This is an optimization exercise on Yosys and OpenROAD, whose aim is small area, a short achievable clock period and few clock cycles per item, not a production implementation.
No functional check of the RTL was part of any run shown here.
Power figures rest on the tool's default switching activity, not on a simulated workload.

## flow/config.mk

```make
export PLATFORM = sky130hd
export DESIGN_NAME = ignition_advance_curve_lookup
export DESIGN_NICKNAME = ignition_advance_curve_lookup
export VERILOG_FILES = /design/flow/design.v
export SDC_FILE = /design/flow/constraint.sdc
export NUM_CORES = 4
export LEC_CHECK = 0
export ABC_AREA = 1
export CAP_MARGIN = 20
export CORE_MARGIN = 2
export CORE_UTILIZATION = 40
export SETUP_SLACK_MARGIN = 3.6
export SLEW_MARGIN = 20
```

## flow/constraint.sdc

```tcl
create_clock -name core_clock -period 7.0 [get_ports {clk}]
set_input_delay 1.4000 -clock core_clock [delete_from_list [all_inputs] [get_ports {clk}]]
set_output_delay 1.4000 -clock core_clock [all_outputs]
set_load 0.01 [all_outputs]
```

## flow/design.v

```verilog
module ignition_advance_curve_lookup (
  input  logic        clk,
  input  logic        rst,
  input  logic        write_enable,
  input  logic [1:0]  write_index,
  input  logic [15:0] write_data,
  input  logic        in_valid,
  output logic        in_stall,
  input  logic [15:0] engine_speed,
  output logic        out_valid,
  input  logic        out_stall,
  output logic [11:0] spark_advance,
  output logic [1:0]  speed_region
);
  logic [11:0] cranking_advance;
  logic [11:0] top_advance;
  logic [15:0] cranking_speed_limit;
  always_ff @(posedge clk) begin
    if (rst) begin
      cranking_advance     <= 12'd50;
      top_advance          <= 12'd350;
      cranking_speed_limit <= 16'd500;
    end else if (write_enable) begin
      case (write_index)
        2'd0: cranking_advance     <= write_data[11:0];
        2'd1: top_advance          <= write_data[11:0];
        2'd2: cranking_speed_limit <= write_data;
        default: ;
      endcase
    end
  end
  logic        en;
  logic [15:0] s;
  assign en       = !(out_valid && out_stall);
  assign in_stall = !en;
  assign s        = engine_speed;
  logic [13:0] s14;
  logic [3:0]  seg;
  logic [1:0]  region;
  assign s14 = s[13:0];    
  always_comb begin
    seg = 4'd0;
    if (s14 >= 14'd1067) seg = 4'd1;
    if (s14 >= 14'd2134) seg = 4'd2;
    if (s14 >= 14'd3200) seg = 4'd3;
    if (s14 >= 14'd4267) seg = 4'd4;
    if (s14 >= 14'd5334) seg = 4'd5;
    if (s14 >= 14'd6400) seg = 4'd6;
    if (s14 >= 14'd7467) seg = 4'd7;
    if (s14 >= 14'd8534) seg = 4'd8;
    if (s14 >= 14'd9600) seg = 4'd9;
    if (s14 >= 14'd10667) seg = 4'd10;
    if (s14 >= 14'd11734) seg = 4'd11;
    if (s14 >= 14'd12800) seg = 4'd12;
    if (s14 >= 14'd13867) seg = 4'd13;
    if (s14 >= 14'd14934) seg = 4'd14;
  end
  always_comb begin
    if (s < cranking_speed_limit)  region = 2'd0;
    else if (s >= 16'd16000)       region = 2'd2;
    else                           region = 2'd1;
  end
  logic        a_valid;
  logic [3:0]  a_seg;
  logic [10:0] a_s;
  logic [1:0]  a_region;
  always_ff @(posedge clk) begin
    if (rst)     a_valid <= 1'b0;
    else if (en) a_valid <= in_valid;
  end
  always_ff @(posedge clk) begin
    if (en) begin
      a_seg    <= seg;
      a_s      <= s[10:0];
      a_region <= region;
    end
  end
  logic [10:0] lo11;
  always_comb begin
    case (a_seg)
      4'd0: lo11 = 11'd0;
      4'd1: lo11 = 11'd1066;
      4'd2: lo11 = 11'd85;
      4'd3: lo11 = 11'd1152;
      4'd4: lo11 = 11'd170;
      4'd5: lo11 = 11'd1237;
      4'd6: lo11 = 11'd256;
      4'd7: lo11 = 11'd1322;
      4'd8: lo11 = 11'd341;
      4'd9: lo11 = 11'd1408;
      4'd10: lo11 = 11'd426;
      4'd11: lo11 = 11'd1493;
      4'd12: lo11 = 11'd512;
      4'd13: lo11 = 11'd1578;
      4'd14: lo11 = 11'd597;
      default: lo11 = 11'd0;
    endcase
  end
  logic        b_valid;
  logic [3:0]  b_seg;
  logic [10:0] b_delta;
  logic [1:0]  b_region;
  always_ff @(posedge clk) begin
    if (rst)     b_valid <= 1'b0;
    else if (en) b_valid <= a_valid;
  end
  always_ff @(posedge clk) begin
    if (en) begin
      b_seg    <= a_seg;
      b_delta  <= a_s - lo11;
      b_region <= a_region;
    end
  end
  logic [2:0]  asel;
  logic [3:0]  bsel;
  logic [14:0] pa, pb;
  always_comb begin
    case (b_seg)
      4'd0: begin asel = 3'b010; bsel = 4'b0010; end
      4'd1: begin asel = 3'b100; bsel = 4'b0100; end
      4'd2: begin asel = 3'b100; bsel = 4'b0100; end
      4'd3: begin asel = 3'b010; bsel = 4'b1000; end
      4'd4: begin asel = 3'b010; bsel = 4'b1000; end
      4'd5: begin asel = 3'b010; bsel = 4'b1000; end
      4'd6: begin asel = 3'b010; bsel = 4'b1000; end
      4'd7: begin asel = 3'b010; bsel = 4'b1000; end
      4'd8: begin asel = 3'b010; bsel = 4'b1000; end
      4'd9: begin asel = 3'b100; bsel = 4'b0100; end
      4'd10: begin asel = 3'b100; bsel = 4'b0100; end
      4'd11: begin asel = 3'b001; bsel = 4'b0100; end
      4'd12: begin asel = 3'b010; bsel = 4'b0010; end
      4'd13: begin asel = 3'b001; bsel = 4'b0001; end
      4'd14: begin asel = 3'b000; bsel = 4'b0000; end
      default: begin asel = 3'b000; bsel = 4'b0000; end
    endcase
  end
  assign pa = ({15{asel[0]}} & 15'(b_delta)) | ({15{asel[1]}} & (15'(b_delta) << 1))
            | ({15{asel[2]}} & (15'(b_delta) << 2));
  assign pb = ({15{bsel[0]}} & (15'(b_delta) << 1)) | ({15{bsel[1]}} & (15'(b_delta) << 2))
            | ({15{bsel[2]}} & (15'(b_delta) << 3)) | ({15{bsel[3]}} & (15'(b_delta) << 4));
  logic        c_valid;
  logic [3:0]  c_seg;
  logic [14:0] c_p;
  logic [1:0]  c_region;
  always_ff @(posedge clk) begin
    if (rst)     c_valid <= 1'b0;
    else if (en) c_valid <= b_valid;
  end
  always_ff @(posedge clk) begin
    if (en) begin
      c_seg    <= b_seg;
      c_p      <= pa + pb;
      c_region <= b_region;
    end
  end
  logic        w66, bneg;
  logic [16:0] v;
  always_comb begin
    case (c_seg)
      4'd0: begin w66 = 1'b1; bneg = 1'b0; end
      4'd1: begin w66 = 1'b0; bneg = 1'b1; end
      4'd2: begin w66 = 1'b0; bneg = 1'b1; end
      4'd3: begin w66 = 1'b1; bneg = 1'b0; end
      4'd4: begin w66 = 1'b0; bneg = 1'b1; end
      4'd5: begin w66 = 1'b0; bneg = 1'b1; end
      4'd6: begin w66 = 1'b1; bneg = 1'b0; end
      4'd7: begin w66 = 1'b0; bneg = 1'b1; end
      4'd8: begin w66 = 1'b0; bneg = 1'b1; end
      4'd9: begin w66 = 1'b1; bneg = 1'b0; end
      4'd10: begin w66 = 1'b0; bneg = 1'b1; end
      4'd11: begin w66 = 1'b0; bneg = 1'b1; end
      4'd12: begin w66 = 1'b1; bneg = 1'b0; end
      4'd13: begin w66 = 1'b0; bneg = 1'b0; end
      4'd14: begin w66 = 1'b0; bneg = 1'b0; end
      default: begin w66 = 1'b0; bneg = 1'b0; end
    endcase
  end
  assign v = w66 ? {c_p, 2'b00} + 17'(c_p[14:9]) + 17'(c_p[14:10])
                 : {c_p, 2'b00} - 17'(c_p[14:10]) - (bneg ? 17'd3 : 17'd0);
  function automatic logic [4:0] div5(input logic [7:0] y);
    case (y)
      8'd0: div5 = 5'd0;
      8'd1: div5 = 5'd0;
      8'd2: div5 = 5'd0;
      8'd3: div5 = 5'd0;
      8'd4: div5 = 5'd0;
      8'd5: div5 = 5'd1;
      8'd6: div5 = 5'd1;
      8'd7: div5 = 5'd1;
      8'd8: div5 = 5'd1;
      8'd9: div5 = 5'd1;
      8'd10: div5 = 5'd2;
      8'd11: div5 = 5'd2;
      8'd12: div5 = 5'd2;
      8'd13: div5 = 5'd2;
      8'd14: div5 = 5'd2;
      8'd15: div5 = 5'd3;
      8'd16: div5 = 5'd3;
      8'd17: div5 = 5'd3;
      8'd18: div5 = 5'd3;
      8'd19: div5 = 5'd3;
      8'd20: div5 = 5'd4;
      8'd21: div5 = 5'd4;
      8'd22: div5 = 5'd4;
      8'd23: div5 = 5'd4;
      8'd24: div5 = 5'd4;
      8'd25: div5 = 5'd5;
      8'd26: div5 = 5'd5;
      8'd27: div5 = 5'd5;
      8'd28: div5 = 5'd5;
      8'd29: div5 = 5'd5;
      8'd30: div5 = 5'd6;
      8'd31: div5 = 5'd6;
      8'd32: div5 = 5'd6;
      8'd33: div5 = 5'd6;
      8'd34: div5 = 5'd6;
      8'd35: div5 = 5'd7;
      8'd36: div5 = 5'd7;
      8'd37: div5 = 5'd7;
      8'd38: div5 = 5'd7;
      8'd39: div5 = 5'd7;
      8'd40: div5 = 5'd8;
      8'd41: div5 = 5'd8;
      8'd42: div5 = 5'd8;
      8'd43: div5 = 5'd8;
      8'd44: div5 = 5'd8;
      8'd45: div5 = 5'd9;
      8'd46: div5 = 5'd9;
      8'd47: div5 = 5'd9;
      8'd48: div5 = 5'd9;
      8'd49: div5 = 5'd9;
      8'd50: div5 = 5'd10;
      8'd51: div5 = 5'd10;
      8'd52: div5 = 5'd10;
      8'd53: div5 = 5'd10;
      8'd54: div5 = 5'd10;
      8'd55: div5 = 5'd11;
      8'd56: div5 = 5'd11;
      8'd57: div5 = 5'd11;
      8'd58: div5 = 5'd11;
      8'd59: div5 = 5'd11;
      8'd60: div5 = 5'd12;
      8'd61: div5 = 5'd12;
      8'd62: div5 = 5'd12;
      8'd63: div5 = 5'd12;
      8'd64: div5 = 5'd12;
      8'd65: div5 = 5'd13;
      8'd66: div5 = 5'd13;
      8'd67: div5 = 5'd13;
      8'd68: div5 = 5'd13;
      8'd69: div5 = 5'd13;
      8'd70: div5 = 5'd14;
      8'd71: div5 = 5'd14;
      8'd72: div5 = 5'd14;
      8'd73: div5 = 5'd14;
      8'd74: div5 = 5'd14;
      8'd75: div5 = 5'd15;
      8'd76: div5 = 5'd15;
      8'd77: div5 = 5'd15;
      8'd78: div5 = 5'd15;
      8'd79: div5 = 5'd15;
      8'd80: div5 = 5'd16;
      8'd81: div5 = 5'd16;
      8'd82: div5 = 5'd16;
      8'd83: div5 = 5'd16;
      8'd84: div5 = 5'd16;
      8'd85: div5 = 5'd17;
      8'd86: div5 = 5'd17;
      8'd87: div5 = 5'd17;
      8'd88: div5 = 5'd17;
      8'd89: div5 = 5'd17;
      8'd90: div5 = 5'd18;
      8'd91: div5 = 5'd18;
      8'd92: div5 = 5'd18;
      8'd93: div5 = 5'd18;
      8'd94: div5 = 5'd18;
      8'd95: div5 = 5'd19;
      8'd96: div5 = 5'd19;
      8'd97: div5 = 5'd19;
      8'd98: div5 = 5'd19;
      8'd99: div5 = 5'd19;
      8'd100: div5 = 5'd20;
      8'd101: div5 = 5'd20;
      8'd102: div5 = 5'd20;
      8'd103: div5 = 5'd20;
      8'd104: div5 = 5'd20;
      8'd105: div5 = 5'd21;
      8'd106: div5 = 5'd21;
      8'd107: div5 = 5'd21;
      8'd108: div5 = 5'd21;
      8'd109: div5 = 5'd21;
      8'd110: div5 = 5'd22;
      8'd111: div5 = 5'd22;
      8'd112: div5 = 5'd22;
      8'd113: div5 = 5'd22;
      8'd114: div5 = 5'd22;
      8'd115: div5 = 5'd23;
      8'd116: div5 = 5'd23;
      8'd117: div5 = 5'd23;
      8'd118: div5 = 5'd23;
      8'd119: div5 = 5'd23;
      8'd120: div5 = 5'd24;
      8'd121: div5 = 5'd24;
      8'd122: div5 = 5'd24;
      8'd123: div5 = 5'd24;
      8'd124: div5 = 5'd24;
      8'd125: div5 = 5'd25;
      8'd126: div5 = 5'd25;
      8'd127: div5 = 5'd25;
      8'd128: div5 = 5'd25;
      8'd129: div5 = 5'd25;
      8'd130: div5 = 5'd26;
      8'd131: div5 = 5'd26;
      8'd132: div5 = 5'd26;
      8'd133: div5 = 5'd26;
      8'd134: div5 = 5'd26;
      8'd135: div5 = 5'd27;
      8'd136: div5 = 5'd27;
      8'd137: div5 = 5'd27;
      8'd138: div5 = 5'd27;
      8'd139: div5 = 5'd27;
      8'd140: div5 = 5'd28;
      8'd141: div5 = 5'd28;
      8'd142: div5 = 5'd28;
      8'd143: div5 = 5'd28;
      8'd144: div5 = 5'd28;
      8'd145: div5 = 5'd29;
      8'd146: div5 = 5'd29;
      8'd147: div5 = 5'd29;
      8'd148: div5 = 5'd29;
      8'd149: div5 = 5'd29;
      8'd150: div5 = 5'd30;
      default: div5 = y[7:3];
    endcase
  endfunction
  logic        d_valid;
  logic [3:0]  d_seg;
  logic [4:0]  d_q;
  logic [1:0]  d_region;
  always_ff @(posedge clk) begin
    if (rst)     d_valid <= 1'b0;
    else if (en) d_valid <= c_valid;
  end
  always_ff @(posedge clk) begin
    if (en) begin
      d_seg    <= c_seg;
      d_q      <= div5(v[16:9]);
      d_region <= c_region;
    end
  end
  logic [14:0] d_oh;
  logic [8:0]  c_lo;
  assign d_oh = 15'(1) << d_seg;
  assign c_lo[0] = |(d_oh & 15'h3000);
  assign c_lo[1] = |(d_oh & 15'h5151);
  assign c_lo[2] = |(d_oh & 15'h54ca);
  assign c_lo[3] = |(d_oh & 15'h77c2);
  assign c_lo[4] = |(d_oh & 15'h63c7);
  assign c_lo[5] = |(d_oh & 15'h056b);
  assign c_lo[6] = |(d_oh & 15'h798c);
  assign c_lo[7] = |(d_oh & 15'h01f0);
  assign c_lo[8] = |(d_oh & 15'h7e00);
  logic [11:0] adv;
  always_comb begin
    case (d_region)
      2'd0:    adv = cranking_advance;
      2'd2:    adv = top_advance;
      default: adv = 12'(c_lo) + 12'(d_q);
    endcase
  end
  always_ff @(posedge clk) begin
    if (rst)     out_valid <= 1'b0;
    else if (en) out_valid <= d_valid;
  end
  always_ff @(posedge clk) begin
    if (en) begin
      spark_advance <= adv;
      speed_region  <= d_region;
    end
  end
endmodule
```

## flow/run.sh

```bash
#!/bin/bash
# synth_recipe.tcl (not shown) runs the flow's synth.tcl, then flattens the netlist and writes it again
# the make line also repeats each setting of config.mk as NAME=value (left out here)
make -C /OpenROAD-flow-scripts/flow DESIGN_CONFIG=/design/flow/config.mk WORK_HOME=/design/flow/orfs CLKGATE_MAP_FILE= SYNTH_SCRIPT=/design/flow/synth_recipe.tcl finish
```

==> results of run 1 <==
==> cell families after synthesis <==
family | synth area share
buf+inv | 0.0914
compound gates | 0.131
fa+ha+maj | 0.105
xor+xnor | 0.0203
simple gates | 0.285
flops | 0.366
mux | 0.00105
==> per-stage QoR <==
stage	std cells	instance area, um2	util	hold WS (ps)	setup WS (ps)
final	1714	11600	0.497	418	3630
after global routing	1714	11600	0.497	424	3550
after CTS	1691	11100	0.472	420	3570
after detailed placement	1652	10400	0.442	405	2490
after global placement	1652	10400	0.442	403	2520
after floorplan	1303	9520	-	400	3690
==> power groups by stage <==
stage / sequential [mW] / clock [mW] / combinational [mW]
detailed placement: 1.25 / 0 / 2.03
floorplan: 1.17 / 0 / 1.63
global route: 1.25 / 0.921 / 2.84
finish: 1.23 / 0.872 / 2.51
CTS: 1.22 / 0.888 / 2.11
global placement: 1.25 / 0 / 2.03
==> repair_timing <==
item	in CTS	in global routing
gates resized for setup	23	120
cloned	2	0
pin swaps	1	40
endpoints found under the setup margin	9	9
buffers inserted	5	23
==> sequential cells by signal, indices dropped and copies added, names as in the netlist, 5 cells and up <==
| signal | cells |
|---|---|
| cranking_speed_limit | 16 |
| c_p | 15 |
| cranking_advance | 12 |
| spark_advance | 12 |
| top_advance | 12 |
| a_s | 11 |
| b_delta | 11 |
| d_q | 5 |
==> path summary, 6_finish.rpt <==
check,startpoint,endpoint,slack [ps],depth (start not counted)
max,out_stall,in_stall,3630,4
min,a_region[1]$_SDFFCE_PN0N_,b_region[1]$_DFFE_PN_,420,0
max reg2reg,c_p[11]$_DFFE_PN_,d_q[2]$_DFFE_PN_,3700,19
min reg2reg,a_region[1]$_SDFFCE_PN0N_,b_region[1]$_DFFE_PN_,420,0
==> routing by layer <==
layer	track usage	wire length (um)	up-vias
met1	0.236	10400	3982
li1	-	-	4476
met2	0.331	11600	226
met5	0	0	-
met3	0.0375	1250	25
met4	0.0498	259	0
==> cell usage in the layout, fill, tap and decap left out, types with 5 or more instances in the layout <==
cell type	synthesis	final
clkbuf_16	0	17
nand2_2	14	45
o21ai_0	84	81
nand2_4	4	10
o22ai_1	10	10
nor2_1	138	118
buf_4	2	29
inv_2	6	17
xor2_1	18	18
nand3_2	2	12
a21oi_1	66	60
dfxtp_1	54	54
o211ai_1	22	22
a21oi_2	0	6
nor2_2	9	18
nor3_2	3	5
ha_1	70	64
clkdlybuf4s50_1	0	48
inv_6	0	6
nor3_1	16	14
nor2_4	4	15
inv_1	185	172
nand3_1	81	69
nand2_1	331	293
edfxtp_1	80	80
nand4_1	20	20
==> final cells by class <==
cell class | count | area [um2] | area share
well taps | 319 | 399 | 0.0343
repair buffers | 85 | 791 | 0.0679
clock inverters | 15 | 161 | 0.0139
inverters | 197 | 757 | 0.0650
clock buffers | 17 | 425 | 0.0365
multi-input cells | 947 | 5630 | 0.483
flip-flops and latches | 134 | 3480 | 0.299
==> impl_results.rst, run 1 <==
.. list-table::
   :header-rows: 1

   * - Metric
     - Value
   * - Cell Area, Synth
     - 9510 um2
   * - H-tree depth reported by CTS
     - 4
   * - Number of buffers inserted during clock tree synthesis
     - 17
   * - Signed area change from the synthesized netlist to the final layout
     - 22.4%
   * - First-pass GRT wire length
     - 37400 um
   * - Internal power summed over all cells
     - 2.53 mW
   * - Slew headroom
     - 0.370
   * - Drt pass-1 iters
     - 5
   * - Portion of total power attributed to combinational logic
     - 0.544
   * - Diodes inserted
     - 0
   * - Die Height
     - 158 um
   * - Number of port buffers
     - 54
   * - Result of the run
     - finished clean
   * - Clock period minus final worst setup slack
     - 3370 ps
   * - Number of antenna violations at the first check in global routing
     - 0
   * - Iter 0 DRT Violations
     - 504
   * - Clock latency (worst-skew pair)
     - 420 ps
   * - Overall die area
     - 25000 um2
   * - Leading cell types by count after synthesis
     - nand2_1, inv_1, nor2_1, o21ai_0, nand3_1
   * - Sequential share of power
     - 0.267
   * - Count leader, synth
     - nand2_1
   * - Pin count of the biggest net entering global routing
     - 55
   * - Share of layout cells above drive strength 1
     - 0.156
   * - Crit path capture type
     - output pin
   * - Number of placement rows
     - 56
   * - Number of violations of the max-capacitance limit
     - 0
   * - Clock-pin slew of the registers on the worst-case setup and hold paths
     - 60 ps
   * - Setup violators final
     - 0
   * - RSZ-0062 raised after global routing
     - true
   * - Final routed wire length divided by cell count
     - 13.7 um
   * - Timing-limited maximum frequency
     - 296 MHz
   * - Data arrival, critical path
     - 1970 ps
   * - Starting density of the core
     - 0.406
   * - Count of flip-flops with a built-in enable after synthesis
     - 80
   * - Post-synthesis cell type with the largest combined area
     - edfxtp_1
   * - Layout fillers
     - 2380
   * - Worst-Margin Slew
     - 942 ps
   * - Element type at the critical path start
     - input pin
   * - Die Wd
     - 158 um
   * - Switching power
     - 2.09 mW
   * - Count of pins on the block boundary
     - 55
   * - Class of the worst hold path
     - reg2reg
   * - Count of cell types in the netlist
     - 55
   * - Number of global-route vias before repair
     - 7977
   * - Ys async rst share
     - 0
   * - IR drop worst, VDD
     - 181 uV
   * - Fraction of the cycle the final worst path needs
     - 0.482
   * - Root cell of the clock tree
     - clkbuf_16
   * - Total wire length
     - 23500 um
   * - Max Clock Skew
     - 10.7 ps
   * - Syn Nets
     - 1418
   * - Final Hold Viols
     - 0
   * - Maximum fanout along the worst path
     - 3
   * - Clock buffer depth
     - 2
   * - Std-Cell Core Area
     - 23400 um2
   * - Nets@finish
     - 1497
   * - Final estimated routing congestion in global placement
     - 0.886
   * - Slowest cell on crit path
     - dlygate4sd2_1
   * - Synth warnings
     - 1
   * - Top-area cell type share of the netlist area
     - 0.253
   * - Clock share of power
     - 0.189
   * - Top cells by area in the synthesized netlist
     - edfxtp_1, nand2_1, dfxtp_1, ha_1, inv_1
   * - Critical path cell sequence
     - buf_6, nand2_8, clkinvlp_4, dlygate4sd2_1
   * - Synthesized netlist cell count
     - 1303
   * - GRT Util Overall
     - 0.188
   * - Antenna Violating Nets Remaining
     - 0
   * - Register area share after synthesis
     - 0.366
   * - Total via count after detailed routing
     - 8709
   * - Avg Vias per Cell
     - 5.08
   * - Static leakage
     - 5.47 nW
   * - Critical path data required time
     - 5600 ps
   * - Cell family with the largest share of critical-path delay
     - buffers and inverters
   * - Total global routing overflow
     - 0
   * - Areal power density over the cells
     - 396 nW/um2
   * - Overall Power
     - 4.61 mW
   * - Sinks on the clock net
     - 134
   * - Number of buffers and inverters on the critical path
     - 3
   * - Max-slew violations
     - 0
   * - Setup TNS
     - 0 ps
   * - Top FF cell, synth
     - edfxtp_1
   * - Syn_area_per_cell
     - 7.30 um2
   * - FF+latch count, synth
     - 134
   * - Type of the worst setup path
     - in2out
   * - Quantity of hold-fixing buffers added after cts
     - 0
   * - Dpl hpwl
     - 17200 um
   * - Slowest stage delay, CP
     - 290 ps
   * - CTS tree
     - yes
   * - DR DRC count
     - 0
   * - Switching power share of the total
     - 0.452
==> run 2: changes to the inputs <==
--- a/flow/design.v
+++ b/flow/design.v
@@ -360,22 +360,22 @@
   assign c_lo[6] = |(d_oh & 15'h798c);
   assign c_lo[7] = |(d_oh & 15'h01f0);
   assign c_lo[8] = |(d_oh & 15'h7e00);
-  logic [11:0] adv;
-  always_comb begin
-    case (d_region)
-      2'd0:    adv = cranking_advance;
-      2'd2:    adv = top_advance;
-      default: adv = 12'(c_lo) + 12'(d_q);
-    endcase
-  end
+  logic [8:0] o_curve;
   always_ff @(posedge clk) begin
     if (rst)     out_valid <= 1'b0;
     else if (en) out_valid <= d_valid;
   end
   always_ff @(posedge clk) begin
     if (en) begin
-      spark_advance <= adv;
-      speed_region  <= d_region;
+      o_curve      <= c_lo + 9'(d_q);
+      speed_region <= d_region;
     end
   end
+  always_comb begin
+    case (speed_region)
+      2'd0:    spark_advance = cranking_advance;
+      2'd2:    spark_advance = top_advance;
+      default: spark_advance = 12'(o_curve);
+    endcase
+  end
 endmodule
--- a/flow/config.mk
+++ b/flow/config.mk
@@ -9,5 +9,5 @@
 export CAP_MARGIN = 20
 export CORE_MARGIN = 2
 export CORE_UTILIZATION = 40
-export SETUP_SLACK_MARGIN = 3.6
+export SETUP_SLACK_MARGIN = 3.3
 export SLEW_MARGIN = 20
==> run 2 against run 1 <==
Compared with the run above: critical endpoint is now spark_advance[11]; die area is 1.3% lower; combinational power down 16%; routed wire length down 0.43%; critical path depth fell by 1; setup slack got worse by 190 ps.
==> impl_results.rst, run 2 <==
.. list-table::
   :header-rows: 1

   * - Metric
     - Value
   * - Post-synthesis cell type with the largest combined area
     - edfxtp_1
   * - Switching power
     - 1.87 mW (-10%)
   * - Portion of total power attributed to combinational logic
     - 0.501 (-0.043)
   * - Class of the worst hold path
     - reg2reg
   * - Die Wd
     - 157 um (-0.68%)
   * - Count of pins on the block boundary
     - 55 (unchanged)
   * - Register area share after synthesis
     - 0.362 (-0.00447)
   * - Result of the run
     - finished clean
   * - Max Clock Skew
     - 9.55 ps (-1.19 ps)
   * - Share of layout cells above drive strength 1
     - 0.0792 (-0.0771)
   * - Type of the worst setup path
     - reg2out
   * - Switching power share of the total
     - 0.441 (-0.0111)
   * - Syn_area_per_cell
     - 7.21 um2 (-1.2%)
   * - Max-slew violations
     - 0 (unchanged)
   * - Worst-Margin Slew
     - 580 ps (-361 ps)
   * - Synth warnings
     - 1 (unchanged)
   * - Setup TNS
     - 0 ps (unchanged)
   * - Clock latency (worst-skew pair)
     - 420 ps (about the same)
   * - Clock-pin slew of the registers on the worst-case setup and hold paths
     - 60 ps (about the same)
   * - Most frequent standard cell in the layout excluding fill and tap cells
     - nand2_1
   * - Total global routing overflow
     - 0 (unchanged)
   * - Std-Cell Core Area
     - 23300 um2 (-0.60%)
   * - Antenna Violating Nets Remaining
     - 0 (unchanged)
   * - Maximum fanout along the worst path
     - 12 (+9)
   * - Critical path data required time
     - 5600 ps (about the same)
   * - Sinks on the clock net
     - 131 (-2.2%)
   * - Clock buffer depth
     - 2 (unchanged)
   * - Die Height
     - 157 um (-0.68%)
   * - Final routed wire length divided by cell count
     - 13.8 um (+0.62%)
   * - Quantity of hold-fixing buffers added after cts
     - 0 (unchanged)
   * - Max reg flops
     - 16 (unchanged)
   * - Element type at the critical path start
     - flop
   * - Final core area utilization
     - 0.477 (-0.0205)
   * - Slew headroom
     - 0.612 (+0.242)
   * - Clock share of power
     - 0.210 (+0.021)
   * - Number of buffers inserted during clock tree synthesis
     - 17 (unchanged)
   * - Avg Vias per Cell
     - 5.06 (-0.44%)
   * - Data arrival, critical path
     - 2160 ps (+190 ps)
   * - Number of port buffers
     - 54 (unchanged)
   * - Final estimated routing congestion in global placement
     - 0.945 (+6.7%)
   * - Starting density of the core
     - 0.403 (-0.00320)
   * - Ys async rst share
     - 0 (unchanged)
   * - Final Hold Viols
     - 0 (unchanged)
   * - Number of violations of the max-capacitance limit
     - 0 (unchanged)
   * - Iter 0 DRT Violations
     - 530 (+5.2%)
   * - Top cells by area in the synthesized netlist
     - edfxtp_1, nand2_1, dfxtp_1, ha_1, inv_1
   * - GRT Util Overall
     - 0.193 (+0.00457)
   * - Overall die area
     - 24700 um2 (-1.3%)
   * - RSZ-0062 raised after global routing
     - false
   * - Count of cell types in the netlist
     - 47 (-15%)
   * - Signed area change from the synthesized netlist to the final layout
     - 18.3%
   * - Top FF cell, synth
     - edfxtp_1
   * - DR DRC count
     - 0 (unchanged)
   * - Drt pass-1 iters
     - 8 (+3)
   * - Areal power density over the cells
     - 381 nW/um2 (-3.7%)
   * - Clock period minus final worst setup slack
     - 3560 ps (+189 ps)
   * - Dpl hpwl
     - 17500 um (+1.4%)
   * - IR drop worst, VDD
     - 166 uV (-8.6%)
   * - Syn Nets
     - 1417 (-0.071%)
   * - Overall Power
     - 4.23 mW (-8.2%)
   * - Timing-limited maximum frequency
     - 281 MHz (-5.3%)
   * - Pin count of the biggest net entering global routing
     - 54 (-1.8%)
   * - Number of global-route vias before repair
     - 7951 (-0.33%)
   * - Internal power summed over all cells
     - 2.37 mW (-6.3%)
   * - Fraction of the cycle the final worst path needs
     - 0.509 (+0.0270)
   * - FF+latch count, synth
     - 131 (-2.2%)
   * - Number of placement rows
     - 56 (unchanged)
   * - First-pass GRT wire length
     - 38200 um (+2.0%)
   * - Largest register by flop count
     - cranking_speed_limit
   * - Root cell of the clock tree
     - clkbuf_16
   * - Crit path capture type
     - output pin
   * - Setup violators final
     - 0 (unchanged)
   * - Total via count after detailed routing
     - 8580 (-1.5%)
   * - Layout fillers
     - 2340 (-1.7%)
   * - Cell Area, Synth
     - 9380 um2 (-1.4%)
   * - Static leakage
     - 5.24 nW (-4.2%)
   * - Leading cell types by count after synthesis
     - nand2_1, inv_1, nor2_1, nand3_1, o21ai_0
   * - Count leader, synth
     - nand2_1
   * - Top-area cell type share of the netlist area
     - 0.247 (-0.00607)
   * - CTS tree
     - yes
   * - Diodes inserted
     - 0 (unchanged)
   * - Total wire length
     - 23400 um (-0.43%)
   * - Slack of the worst reg-to-reg path
     - 3520 ps (-180 ps)
   * - H-tree depth reported by CTS
     - 4 (unchanged)
   * - Number of antenna violations at the first check in global routing
     - 0 (unchanged)
   * - Synthesized netlist cell count
     - 1301 (-0.15%)
   * - Count of flip-flops with a built-in enable after synthesis
     - 77 (-3.8%)
   * - Sequential share of power
     - 0.289 (+0.022)
   * - Commonest cells after routing, fill and taps aside
     - nand2_1, inv_1, nor2_1, nand3_1
   * - Largest registers in the final layout
     - cranking_speed_limit: 16 flops, c_p: 15 flops
   * - Nets@finish
     - 1480 (-1.1%)
[run 2: cell families after synthesis]
| logic type | synth area share |
|---|---|
| xor gates and xnor gates | 0.0252 |
| and+or+nand+nor | 0.288 |
| buffers and inverters | 0.0851 |
| muxes | 0.00107 |
| adders and majority gates | 0.108 |
| AOI/OAI and AO/OA | 0.131 |
| DFF | 0.362 |
[run 2: power groups by stage]
stage	Sequential [mW]	Clock (mW)	Combinational [mW]
final	1.22	0.888	2.12
after global routing	1.25	0.937	2.43
after CTS	1.23	0.907	1.99
after detailed placement	1.25	0	1.95
after global placement	1.25	0	1.96
after floorplan	1.15	0	1.55
[run 2: critical path, stage by stage, from the launching register on]
cell             delay (ps)
edfxtp_1                610
nor2_4                  360
a22o_1                  210
clkdlybuf4s50_1         550
[run 2: area by class of cell]
class                   count  area, um2  share of cell area
well taps                 319        399              0.0360
flip-flops and latches    131       3390               0.306
multi-input cells         963       5390               0.485
repair buffers             66        627              0.0565
clock inverters            15        171              0.0154
inverters                 185        694              0.0626
clock buffers              17        425              0.0383
[run 2: per-stage QoR]
stage | hold slack, ps | cell area [um2] | worst slack, ps | std cells
after detailed placement | 406 | 10300 | 2480 | 1654
after global placement | 402 | 10300 | 2510 | 1654
after floorplan | 400 | 9380 | 3560 | 1301
final | 421 | 11100 | 3440 | 1696
after CTS | 423 | 10900 | 3350 | 1689
after global routing | 430 | 11100 | 3240 | 1696
[run 2: path summary, 6_finish.rpt]
kind | cells after the start | to | start
setup / recovery | 3 | spark_advance[11] | speed_region[0]$_DFFE_PN_
setup reg to reg | 20 | b_delta[10]$_DFFE_PN_ | a_seg[0]$_SDFFCE_PP0N_
hold reg to reg | 0 | c_region[0]$_DFFE_PN_ | b_region[0]$_DFFE_PN_
hold / removal | 0 | c_region[0]$_DFFE_PN_ | b_region[0]$_DFFE_PN_
[run 2: per-layer routing]
metal | track usage | vias to the layer above | wire, um
met1 | 0.242 | 3882 | 10500
li1 | - | 4446 | -
met4 | 0.0580 | 0 | 395
met2 | 0.340 | 219 | 11400
met5 | 0 | - | 0
met3 | 0.0317 | 33 | 1020
[run 2: timing repair]
item,in CTS,in global routing
pin swaps,1,5
setup endpoints to repair,15,7
gates cloned,2,0
resized for setup,16,41
buffers inserted,1,7

==> afterwards: timing with drivers on the ports <==
Ports are ideal in the flow. The routed layouts listed here were re-timed in OpenROAD. Step 1 assumes that a clkbuf_16 drives the clock port and a buf_2 every other input. Step 2, shift: input delay + t, output delay - t, t = (earliest + latest rising clock arrival at the registers) / 2. This alone moves slack from input paths to output paths. a / b / c = ideal ports / drivers / drivers and shift; a / b = the first two.
| run | t (ns) | setup WS [ns] | hold slack, ns | worst register clock-pin slew, ns |
|---|---|---|---|---|
| run 1 | 0.462 | 3.627 / 3.596 / 3.394 | 0.418 / 0.418 / 0.418 | 0.07 / 0.07 |
| run 2 | 0.459 | 3.438 / 3.395 / 3.196 | 0.421 / 0.421 / 0.421 | 0.06 / 0.06 |
After both steps every run listed still meets setup and hold. For run 2, which loses most, drivers alone change the setup slack by -0.043 ns; drivers and shift together by -0.242 ns.
